Background: an optimization exercise with open tools, aiming at small area, a short achievable clock period and few clock cycles per item. Do not read the settings as production practice. In this exercise RTL edits were held to simulation tests only and were not proved equivalent to the original. No activity file was given, so power comes from the tool's default toggle rates.

`design/flow/run.sh`:
```
#!/bin/bash
# synth_recipe.tcl (not shown) runs the flow's synth.tcl, then flattens the netlist and writes it again
# the make line also repeats each setting of config.mk as NAME=value (left out here)
make -C /OpenROAD-flow-scripts/flow DESIGN_CONFIG=/design/flow/config.mk WORK_HOME=/design/flow/orfs CLKGATE_MAP_FILE= SYNTH_SCRIPT=/design/flow/synth_recipe.tcl finish
```
`design/flow/config.mk`:
```
export PLATFORM = sky130hd
export DESIGN_NAME = hash_ring_node_table
export DESIGN_NICKNAME = hash_ring_node_table
export VERILOG_FILES = /design/flow/design.v
export SDC_FILE = /design/flow/constraint.sdc
export NUM_CORES = 4
export LEC_CHECK = 0
export CAP_MARGIN = 20
export CORE_MARGIN = 2
export CORE_UTILIZATION = 40
export PLACE_DENSITY = 0.6
export SLEW_MARGIN = 20
```
`design/flow/constraint.sdc`:
```
create_clock -name core_clock -period 5.0 [get_ports {clk}]
set_input_delay 1.0000 -clock core_clock [delete_from_list [all_inputs] [get_ports {clk}]]
set_output_delay 1.0000 -clock core_clock [all_outputs]
set_load 0.01 [all_outputs]
```
`design/flow/design.v`:
```
package hrnt_pkg;
  localparam int TABLE_ENTRIES_DEF = 16;
  localparam int CMDQ_DEPTH        = 2;
  localparam int CMDQ_PTR_W        = $clog2(CMDQ_DEPTH);
  localparam logic [31:0] CRC_POLY = 32'hEDB88320;
  localparam logic [31:0] CRC_INIT = 32'hFFFFFFFF;
  typedef enum logic [1:0] {
    OP_FIND = 2'd0,
    OP_ADD  = 2'd1,
    OP_DEL  = 2'd2
  } op_t;
  typedef enum logic [1:0] {
    ST_OK        = 2'd0,
    ST_NOT_FOUND = 2'd1,
    ST_FULL      = 2'd2
  } status_t;
  typedef struct packed {
    logic [1:0]  opcode;
    logic [31:0] hash;
    logic [31:0] addr;
    logic [15:0] port;
  } cmd_t;
  typedef struct packed {
    logic [31:0] hash;
    logic [31:0] addr;
    logic [15:0] port;
  } entry_t;
  typedef enum logic [2:0] {
    BK_IDLE,
    BK_SCAN,
    BK_CHECK,
    BK_EXEC,
    BK_INS_RD,
    BK_INS_WR,
    BK_DEL_RD,
    BK_DEL_WR
  } bk_state_t;
  function automatic logic [31:0] crc_byte(input logic [31:0] crc, input logic [7:0] b);
    logic [31:0] c;
    c = crc ^ {24'd0, b};
    for (int k = 0; k < 8; k++) begin
      c = c[0] ? ((c >> 1) ^ CRC_POLY) : (c >> 1);
    end
    crc_byte = c;
  endfunction
endpackage
module hrnt_front (
  input  logic            clk,
  input  logic            rst_n,
  input  logic            in_valid,
  output logic            in_ready,
  input  logic [1:0]      in_opcode,
  input  logic [7:0]      in_key_byte,
  input  logic            in_last_byte,
  input  logic [31:0]     in_node_address,
  input  logic [15:0]     in_node_port,
  output logic            q_push,
  output hrnt_pkg::cmd_t  q_cmd,
  input  logic            q_full
);
  logic [31:0] crc_r, crc_nxt;
  logic [31:0] crc_step;
  logic        beat;
  assign in_ready = !q_full;
  assign beat        = in_valid && in_ready;
  assign crc_step    = hrnt_pkg::crc_byte(crc_r, in_key_byte);
  assign q_push       = beat && in_last_byte;
  assign q_cmd.opcode = in_opcode;
  assign q_cmd.hash   = ~crc_step;
  assign q_cmd.addr   = in_node_address;
  assign q_cmd.port   = in_node_port;
  always_comb begin
    crc_nxt = crc_r;
    if (beat) begin
      crc_nxt = in_last_byte ? hrnt_pkg::CRC_INIT : crc_step;
    end
  end
  always_ff @(posedge clk) begin
    if (!rst_n) begin
      crc_r <= hrnt_pkg::CRC_INIT;
    end else begin
      crc_r <= crc_nxt;
    end
  end
endmodule
module hrnt_cmd_q (
  input  logic            clk,
  input  logic            rst_n,
  input  logic            push,
  input  hrnt_pkg::cmd_t  push_data,
  output logic            full,
  input  logic            pop,
  output hrnt_pkg::cmd_t  pop_data,
  output logic            not_empty
);
  localparam int CNT_W = $clog2(hrnt_pkg::CMDQ_DEPTH + 1);
  logic [81:0]                       slot_r [hrnt_pkg::CMDQ_DEPTH];   
  logic [hrnt_pkg::CMDQ_PTR_W-1:0]   wr_ptr_r, wr_ptr_nxt;
  logic [hrnt_pkg::CMDQ_PTR_W-1:0]   rd_ptr_r, rd_ptr_nxt;
  logic [CNT_W-1:0]                  cnt_r, cnt_nxt;
  assign full      = (cnt_r == CNT_W'(hrnt_pkg::CMDQ_DEPTH));
  assign not_empty = (cnt_r != '0);
  assign pop_data  = slot_r[rd_ptr_r];
  always_comb begin
    wr_ptr_nxt = wr_ptr_r;
    rd_ptr_nxt = rd_ptr_r;
    cnt_nxt    = cnt_r;
    if (push) begin
      wr_ptr_nxt = wr_ptr_r + 1'b1;
    end
    if (pop) begin
      rd_ptr_nxt = rd_ptr_r + 1'b1;
    end
    if (push && !pop) begin
      cnt_nxt = cnt_r + 1'b1;
    end else if (pop && !push) begin
      cnt_nxt = cnt_r - 1'b1;
    end
  end
  always_ff @(posedge clk) begin
    if (!rst_n) begin
      wr_ptr_r <= '0;
      rd_ptr_r <= '0;
      cnt_r    <= '0;
    end else begin
      wr_ptr_r <= wr_ptr_nxt;
      rd_ptr_r <= rd_ptr_nxt;
      cnt_r    <= cnt_nxt;
    end
  end
  always_ff @(posedge clk) begin
    if (push) begin
      slot_r[wr_ptr_r] <= push_data;
    end
  end
endmodule
module hrnt_back #(
  parameter int TABLE_ENTRIES = hrnt_pkg::TABLE_ENTRIES_DEF
) (
  input  logic            clk,
  input  logic            rst_n,
  input  logic            q_valid,
  input  hrnt_pkg::cmd_t  q_cmd,
  output logic            q_pop,
  output logic            out_valid,
  input  logic            out_ready,
  output logic [1:0]      out_status,
  output logic [31:0]     out_found_address,
  output logic [15:0]     out_found_port,
  output logic [31:0]     out_key_hash
);
  localparam int CNT_W = $clog2(TABLE_ENTRIES + 1);
  localparam int IDX_W = $clog2(TABLE_ENTRIES);
  localparam logic [CNT_W-1:0] FULL_CNT = CNT_W'(TABLE_ENTRIES);
  logic [79:0]         tbl_mem [TABLE_ENTRIES];   
  hrnt_pkg::entry_t    rd_data_r;
  hrnt_pkg::bk_state_t state_r, state_nxt;
  hrnt_pkg::cmd_t      cmd_r, cmd_nxt;
  logic [CNT_W-1:0]    idx_r, idx_nxt;
  logic [CNT_W-1:0]    pos_r, pos_nxt;
  logic                hit_r, hit_nxt;
  logic [CNT_W-1:0]    count_r, count_nxt;
  logic                out_valid_r, out_valid_nxt;
  logic [1:0]          status_r, status_nxt;
  logic [31:0]         fa_r, fa_nxt;
  logic [15:0]         fp_r, fp_nxt;
  logic [31:0]         kh_r, kh_nxt;
  logic                rd_en;
  logic [IDX_W-1:0]    rd_idx;
  logic                wr_en;
  logic [IDX_W-1:0]    wr_idx;
  hrnt_pkg::entry_t    wr_data;
  logic                fin;
  logic [1:0]          fin_status;
  logic [CNT_W-1:0]    idx_dec;
  logic [CNT_W-1:0]    idx_inc;
  hrnt_pkg::entry_t    new_entry;
  assign idx_dec        = idx_r - 1'b1;
  assign idx_inc        = idx_r + 1'b1;
  assign new_entry.hash = cmd_r.hash;
  assign new_entry.addr = cmd_r.addr;
  assign new_entry.port = cmd_r.port;
  assign q_pop = (state_r == hrnt_pkg::BK_IDLE) && q_valid && !out_valid_r;
  always_comb begin
    state_nxt = state_r;
    unique case (state_r)
      hrnt_pkg::BK_IDLE: begin
        if (q_pop) state_nxt = hrnt_pkg::BK_SCAN;
      end
      hrnt_pkg::BK_SCAN: begin
        state_nxt = (idx_r == count_r) ? hrnt_pkg::BK_EXEC : hrnt_pkg::BK_CHECK;
      end
      hrnt_pkg::BK_CHECK: begin
        state_nxt = (rd_data_r.hash >= cmd_r.hash) ? hrnt_pkg::BK_EXEC : hrnt_pkg::BK_SCAN;
      end
      hrnt_pkg::BK_EXEC: begin
        state_nxt = hrnt_pkg::BK_IDLE;
        if (cmd_r.opcode == hrnt_pkg::OP_ADD && !hit_r && count_r != FULL_CNT &&
            pos_r != count_r) begin
          state_nxt = hrnt_pkg::BK_INS_RD;
        end else if (cmd_r.opcode == hrnt_pkg::OP_DEL && hit_r) begin
          state_nxt = hrnt_pkg::BK_DEL_RD;
        end
      end
      hrnt_pkg::BK_INS_RD: begin
        state_nxt = (idx_r == pos_r) ? hrnt_pkg::BK_IDLE : hrnt_pkg::BK_INS_WR;
      end
      hrnt_pkg::BK_INS_WR: begin
        state_nxt = hrnt_pkg::BK_INS_RD;
      end
      hrnt_pkg::BK_DEL_RD: begin
        state_nxt = (idx_inc == count_r) ? hrnt_pkg::BK_IDLE : hrnt_pkg::BK_DEL_WR;
      end
      hrnt_pkg::BK_DEL_WR: begin
        state_nxt = hrnt_pkg::BK_DEL_RD;
      end
      default: state_nxt = hrnt_pkg::BK_IDLE;
    endcase
  end
  always_comb begin
    cmd_nxt    = cmd_r;
    idx_nxt    = idx_r;
    pos_nxt    = pos_r;
    hit_nxt    = hit_r;
    count_nxt  = count_r;
    rd_en      = 1'b0;
    rd_idx     = idx_r[IDX_W-1:0];
    wr_en      = 1'b0;
    wr_idx     = idx_r[IDX_W-1:0];
    wr_data    = new_entry;
    fin        = 1'b0;
    fin_status = hrnt_pkg::ST_NOT_FOUND;
    fa_nxt     = fa_r;
    fp_nxt     = fp_r;
    unique case (state_r)
      hrnt_pkg::BK_IDLE: begin
        if (q_pop) begin
          cmd_nxt = q_cmd;
          idx_nxt = '0;
        end
      end
      hrnt_pkg::BK_SCAN: begin
        if (idx_r == count_r) begin
          pos_nxt = idx_r;
          hit_nxt = 1'b0;
        end else begin
          rd_en = 1'b1;
        end
      end
      hrnt_pkg::BK_CHECK: begin
        if (rd_data_r.hash >= cmd_r.hash) begin
          pos_nxt = idx_r;
          hit_nxt = (rd_data_r.hash == cmd_r.hash);
        end else begin
          idx_nxt = idx_inc;
        end
      end
      hrnt_pkg::BK_EXEC: begin
        fa_nxt = '0;
        fp_nxt = '0;
        case (cmd_r.opcode)
          hrnt_pkg::OP_FIND: begin
            fin = 1'b1;
            if (pos_r != count_r) begin
              fin_status = hrnt_pkg::ST_OK;
              fa_nxt     = rd_data_r.addr;
              fp_nxt     = rd_data_r.port;
            end
          end
          hrnt_pkg::OP_ADD: begin
            if (hit_r) begin
              fin        = 1'b1;
              fin_status = hrnt_pkg::ST_OK;
              wr_en      = 1'b1;
              wr_idx     = pos_r[IDX_W-1:0];
            end else if (count_r == FULL_CNT) begin
              fin        = 1'b1;
              fin_status = hrnt_pkg::ST_FULL;
            end else if (pos_r == count_r) begin
              fin        = 1'b1;
              fin_status = hrnt_pkg::ST_OK;
              wr_en      = 1'b1;
              wr_idx     = pos_r[IDX_W-1:0];
              count_nxt  = count_r + 1'b1;
            end else begin
              idx_nxt = count_r;
            end
          end
          hrnt_pkg::OP_DEL: begin
            if (hit_r) begin
              idx_nxt = pos_r;
            end else begin
              fin = 1'b1;
            end
          end
          default: begin
            fin = 1'b1;
          end
        endcase
      end
      hrnt_pkg::BK_INS_RD: begin
        if (idx_r == pos_r) begin
          fin        = 1'b1;
          fin_status = hrnt_pkg::ST_OK;
          wr_en      = 1'b1;
          count_nxt  = count_r + 1'b1;
        end else begin
          rd_en  = 1'b1;
          rd_idx = idx_dec[IDX_W-1:0];
        end
      end
      hrnt_pkg::BK_INS_WR: begin
        wr_en   = 1'b1;
        wr_data = rd_data_r;
        idx_nxt = idx_dec;
      end
      hrnt_pkg::BK_DEL_RD: begin
        if (idx_inc == count_r) begin
          fin        = 1'b1;
          fin_status = hrnt_pkg::ST_OK;
          count_nxt  = count_r - 1'b1;
        end else begin
          rd_en  = 1'b1;
          rd_idx = idx_inc[IDX_W-1:0];
        end
      end
      hrnt_pkg::BK_DEL_WR: begin
        wr_en   = 1'b1;
        wr_data = rd_data_r;
        idx_nxt = idx_inc;
      end
      default: ;
    endcase
  end
  always_comb begin
    out_valid_nxt = out_valid_r;
    status_nxt    = status_r;
    kh_nxt        = kh_r;
    if (out_valid_r && out_ready) begin
      out_valid_nxt = 1'b0;
    end
    if (fin) begin
      out_valid_nxt = 1'b1;
      status_nxt    = fin_status;
      kh_nxt        = cmd_r.hash;
    end
  end
  assign out_valid         = out_valid_r;
  assign out_status        = status_r;
  assign out_found_address = fa_r;
  assign out_found_port    = fp_r;
  assign out_key_hash      = kh_r;
  always_ff @(posedge clk) begin
    if (!rst_n) begin
      state_r     <= hrnt_pkg::BK_IDLE;
      count_r     <= '0;
      out_valid_r <= 1'b0;
    end else begin
      state_r     <= state_nxt;
      count_r     <= count_nxt;
      out_valid_r <= out_valid_nxt;
    end
  end
  always_ff @(posedge clk) begin
    cmd_r    <= cmd_nxt;
    idx_r    <= idx_nxt;
    pos_r    <= pos_nxt;
    hit_r    <= hit_nxt;
    status_r <= status_nxt;
    fa_r     <= fa_nxt;
    fp_r     <= fp_nxt;
    kh_r     <= kh_nxt;
  end
  always_ff @(posedge clk) begin
    if (wr_en) begin
      tbl_mem[wr_idx] <= wr_data;
    end
  end
  always_ff @(posedge clk) begin
    if (rd_en) begin
      rd_data_r <= tbl_mem[rd_idx];
    end
  end
endmodule
module hash_ring_node_table #(
  parameter int TABLE_ENTRIES = hrnt_pkg::TABLE_ENTRIES_DEF
) (
  input  logic         clk,
  input  logic         rst_n,
  input  logic         in_valid,
  output logic         in_ready,
  input  logic [1:0]   in_opcode,
  input  logic [7:0]   in_key_byte,
  input  logic         in_last_byte,
  input  logic [31:0]  in_node_address,
  input  logic [15:0]  in_node_port,
  output logic         out_valid,
  input  logic         out_ready,
  output logic [1:0]   out_status,
  output logic [31:0]  out_found_address,
  output logic [15:0]  out_found_port,
  output logic [31:0]  out_key_hash
);
  logic            q_push;
  hrnt_pkg::cmd_t  q_push_cmd;
  logic            q_full;
  logic            q_pop;
  hrnt_pkg::cmd_t  q_pop_cmd;
  logic            q_valid;
  hrnt_front u_front (
    .clk    (clk),
    .rst_n  (rst_n),
    .in_valid        (in_valid),
    .in_ready        (in_ready),
    .in_opcode       (in_opcode),
    .in_key_byte     (in_key_byte),
    .in_last_byte    (in_last_byte),
    .in_node_address (in_node_address),
    .in_node_port    (in_node_port),
    .q_push (q_push),
    .q_cmd  (q_push_cmd),
    .q_full (q_full)
  );
  hrnt_cmd_q u_cmd_q (
    .clk       (clk),
    .rst_n     (rst_n),
    .push      (q_push),
    .push_data (q_push_cmd),
    .full      (q_full),
    .pop       (q_pop),
    .pop_data  (q_pop_cmd),
    .not_empty (q_valid)
  );
  hrnt_back #(
    .TABLE_ENTRIES (TABLE_ENTRIES)
  ) u_back (
    .clk     (clk),
    .rst_n   (rst_n),
    .q_valid (q_valid),
    .q_cmd   (q_pop_cmd),
    .q_pop   (q_pop),
    .out_valid         (out_valid),
    .out_ready         (out_ready),
    .out_status        (out_status),
    .out_found_address (out_found_address),
    .out_found_port    (out_found_port),
    .out_key_hash      (out_key_hash)
  );
endmodule
```
==> impl_metrics.json <==
{
  "vias": 36616,
  "firstDrtPassIters": 5,
  "synth_seq_area_share": 0.744,
  "crit_top_cell": "buf_12",
  "slew_viol_final": 0,
  "cts_buffers": 180,
  "die_x_um": 422,
  "pwr-share-comb": 0.274,
  "start_kind": "flop",
  "seq_power_share": 0.438,
  "grt_pass1_wl_um": 247000,
  "cp-end-kind": "flop",
  "num_rows": 153,
  "tritoncts": "built",
  "ys.flop_type": "edfxtp_1",
  "synth_area_leaders": "edfxtp_1 73%, mux2i_1 5.8%, mux2_2 5.3%",
  "required_ns": 5.53,
  "setup_tns_ns": 0,
  "portBuffers": 146,
  "leakage_nw": 27.4,
  "path_buf_inv": 3,
  "synth-seq-cells": 1744,
  "fin_util": 0.464,
  "power_frac_clock": 0.288,
  "nNetsFinal": 4478,
  "period_share": 0.853,
  "synth_top_area_frac": 0.731,
  "drive_above_1_share": 0.184,
  "hold_path_class": "reg2reg",
  "worst_path_dominant_cell_family": "compound AO/OA/AOI/OAI gates",
  "placedCellCount": 6516,
  "dp_hpwl_um": 90200,
  "cts_hold_buf": 0,
  "swShare": 0.312,
  "yosys_warnings": 3,
  "worstPathCellList": "inv_1 > ha_1 > xnor2_1 > o211ai_1 > a211o_1 > a2111oi_4 > nand2_4 > buf_12 > buf_12 > o22ai_1 > nor4_2",
  "io_pins": 147,
  "grt_max_degree": 81,
  "routed-wl-met2_um": 83800,
  "rsz0062_at_grt": "no",
  "routed.top_layer": "met4",
  "crit_type": "reg2reg",
  "grt_use_total": 0.187,
  "htree_levels": 4,
  "initialDrtViolationCount": 3518,
  "synthArstFlopShare": 0,
  "worstPathArrival_ns": 4.80,
  "met1_length_um": 72800,
  "cts_setup_buffers": 0,
  "report.final.hold_viol_count": 0,
  "cts.path.max_buffers": 3,
  "fin_skew_ns": 0.0285,
  "routabilityCongestion": 0.825,
  "synth_cell_types": 75,
  "ant_nets": 0,
  "syn2layout_area_growth_pct": 15.3,
  "clk_latency_ns": 0.80,
  "reg2reg_slack_ns": 0.74,
  "switching_power_mw": 14.1,
  "tightest_slew_ns": 1.07,
  "clock-sinks": 1744,
  "synth.top_cells.by_count": "1699 x edfxtp_1, 536 x nand2_1, 406 x mux2i_1",
  "path_clk_slew_ns": 0.06,
  "synth.cell_area_um2": 69800,
  "die_h_um": 422,
  "root_buffer": "clkbuf_16",
  "grt_pass1_vias": 36906,
  "viasPerCell": 5.35,
  "power_density_nw_per_um2": 560,
  "path_max_fanout": 28,
  "relSlewSlack": 0.283,
  "wl_met3_um": 8290,
  "status": "complete, no violations",
  "floorplan.initialDensity": 0.402,
  "p_int_mw": 31.0,
  "crit_slowest_cell": "a2111oi_4",
  "yosys.area.top_type": "edfxtp_1",
  "ir_drop_mv": 0.375,
  "fill_cells": 14781,
  "period_needed_ns": 4.26,
  "synth_nets": 4237,
  "drc": 0,
  "fin_cells": 6847,
  "ctsResizeCount": 0,
  "wirelength_um": 169000,
  "cpPeakStageDelay_ns": 0.78,
  "wl_per_cell_um": 24.6,
  "drv_cap": 0,
  "fmax_mhz": 235,
  "finalSetupViolCount": 0,
  "dieArea_um2": 178000,
  "antenna_found_initial": 2,
  "gr-total-overflow": 0,
  "synth_edf_count": 1699,
  "synth.avg_cell_area_um2": 16.9,
  "placeableCoreArea_um2": 174000,
  "synth_cells": 4132,
  "yosysMostFrequentCell": "edfxtp_1",
  "power_mw": 45.1
}
[layout make-up]
class / count / area [um2] / area share
diodes: 1 / 2.50 / 0.0000311
clock buffers: 239 / 4840 / 0.0601
clock inverters: 91 / 845 / 0.0105
inverters: 52 / 199 / 0.00247
multi-input cells: 2117 / 16600 / 0.206
flip-flops and latches: 1744 / 51900 / 0.645
well taps: 2325 / 2910 / 0.0361
repair buffers: 278 / 3270 / 0.0405
[placed cells by master, fill, tap and decap left out, types with 38 or more instances in the layout]
master and n:
inv_1 51, buf_12 65, xor2_1 38, clkdlybuf4s50_1 146, o22ai_1 85, xnor2_1 59
nand2_1 530, mux2_2 326, ha_1 41, a32o_1 80, a21oi_1 179, nor4_2 79
mux2i_1 404, buf_4 67, clkbuf_16 183, dfxtp_1 43, edfxtp_1 1699, and2_1 53
clkbuf_1 51
[routing by layer]
layer | vias to the layer above | GRT usage
li1 | 16427 | -
met1 | 18888 | 0.252
met2 | 1063 | 0.317
met3 | 238 | 0.0254
met4 | 0 | 0.0482
met5 | - | 0
[registers in the layout, summed over array words and instances, names as in the netlist]
register / count
u_cmd_q.slot_r: 164
u_cmd_q.cnt_r: 2
u_back.count_r: 5
u_back.cmd_r: 82
u_back.fp_r: 16
u_back.idx_r: 5
u_back.state_r: 3
u_back.tbl_mem: 1280
u_back.rd_data_r: 80
u_back.fa_r: 32
u_back.out_valid_r: 1
u_cmd_q.wr_ptr_r: 1
u_back.pos_r: 5
u_back.hit_r: 1
u_back.status_r: 2
u_front.crc_r: 32
u_back.kh_r: 32
u_cmd_q.rd_ptr_r: 1
[power by group through the flow]
stage | sequential, mW | clock (mW) | combinational [mW]
after global routing | 19.8 | 13.8 | 13.4
after CTS | 19.8 | 13.2 | 12.5
after global placement | 20.1 | 0 | 12.2
after floorplan | 19.5 | 0 | 9.25
after detailed placement | 20.1 | 0 | 12.4
final | 19.8 | 13.0 | 12.4
[metrics by stage]
| stage | cell area, um2 | hold slack (ns) | setup WS, ns |
|---|---|---|---|
| 4_1_cts | 80500 | 0.492 | 0.796 |
| 5_1_grt | 80500 | 0.504 | 0.474 |
| 2_1_floorplan | 70000 | 0.421 | -0.104 |
| 3_5_place_dp | 74900 | 0.481 | 0.837 |
| 6_report | 80500 | 0.487 | 0.736 |
| 3_3_place_gp | 74900 | 0.472 | 0.920 |
[worst register-to-register path: stages, from the launching register on]
cell	delay, ns
edfxtp_1	0.58
inv_1	0.20
ha_1	0.46
xnor2_1	0.15
o211ai_1	0.14
a211o_1	0.44
a2111oi_4	0.78
nand2_4	0.35
buf_12	0.31
buf_12	0.23
o22ai_1	0.29
nor4_2	0.08
[kinds of logic (layout without fill, tap and decap cells)]
family | after synthesis | after routing | share of synthesized area
AND/OR/NAND/NOR | 787 | 787 | 0.0572
other | 0 | 1 | 0
buffers and inverters | 271 | 660 | 0.0238
XOR/XNOR | 98 | 98 | 0.0124
AO/OA/AOI/OAI | 458 | 458 | 0.0446
flip-flops | 1744 | 1744 | 0.744
multiplexers | 732 | 732 | 0.111
adder cells (fa/ha/maj) | 42 | 42 | 0.00763
[final timing paths]
path / start / endpoint / cells after the start
max: u_back.idx_r[1]$_DFFE_PP_ / u_back.rd_data_r[59]$_DFFE_PP_ / 11
min: u_front.crc_r[27]$_SDFFE_PN1P_ / u_front.crc_r[27]$_SDFFE_PN1P_ / 2
max reg2reg: u_back.idx_r[1]$_DFFE_PP_ / u_back.rd_data_r[59]$_DFFE_PP_ / 11
min reg2reg: u_front.crc_r[27]$_SDFFE_PN1P_ / u_front.crc_r[27]$_SDFFE_PN1P_ / 2
Testbench counts, summed over its fixed seeds: cycles 46,428, items 2,400.

[separate check: timing with driven ports]
The results above use ideal ports. As a check the final layout listed here was re-extracted and re-timed, cells and wires unchanged. Step 1 assumes that a clkbuf_16 drives the clock port and a buf_2 every other input. Step 2 times the ports against the registers' clock, not the clock port: input delays grow and output delays shrink by t, the midpoint of the rising clock arrivals with the driver on. Three values: ideal, step 1, step 2; two values: the first two.
t (ns): 0.868
setup WS [ns]: 0.736 / 0.736 / 0.736
clock arrival spread, ns: 0.038 / 0.038
slew at the worst register clock pin (ns): 0.07 / 0.07
After both steps this run still meets setup and hold. The setup slack of this run moves by 0.000 ns with the drivers and by 0.000 ns with both steps.
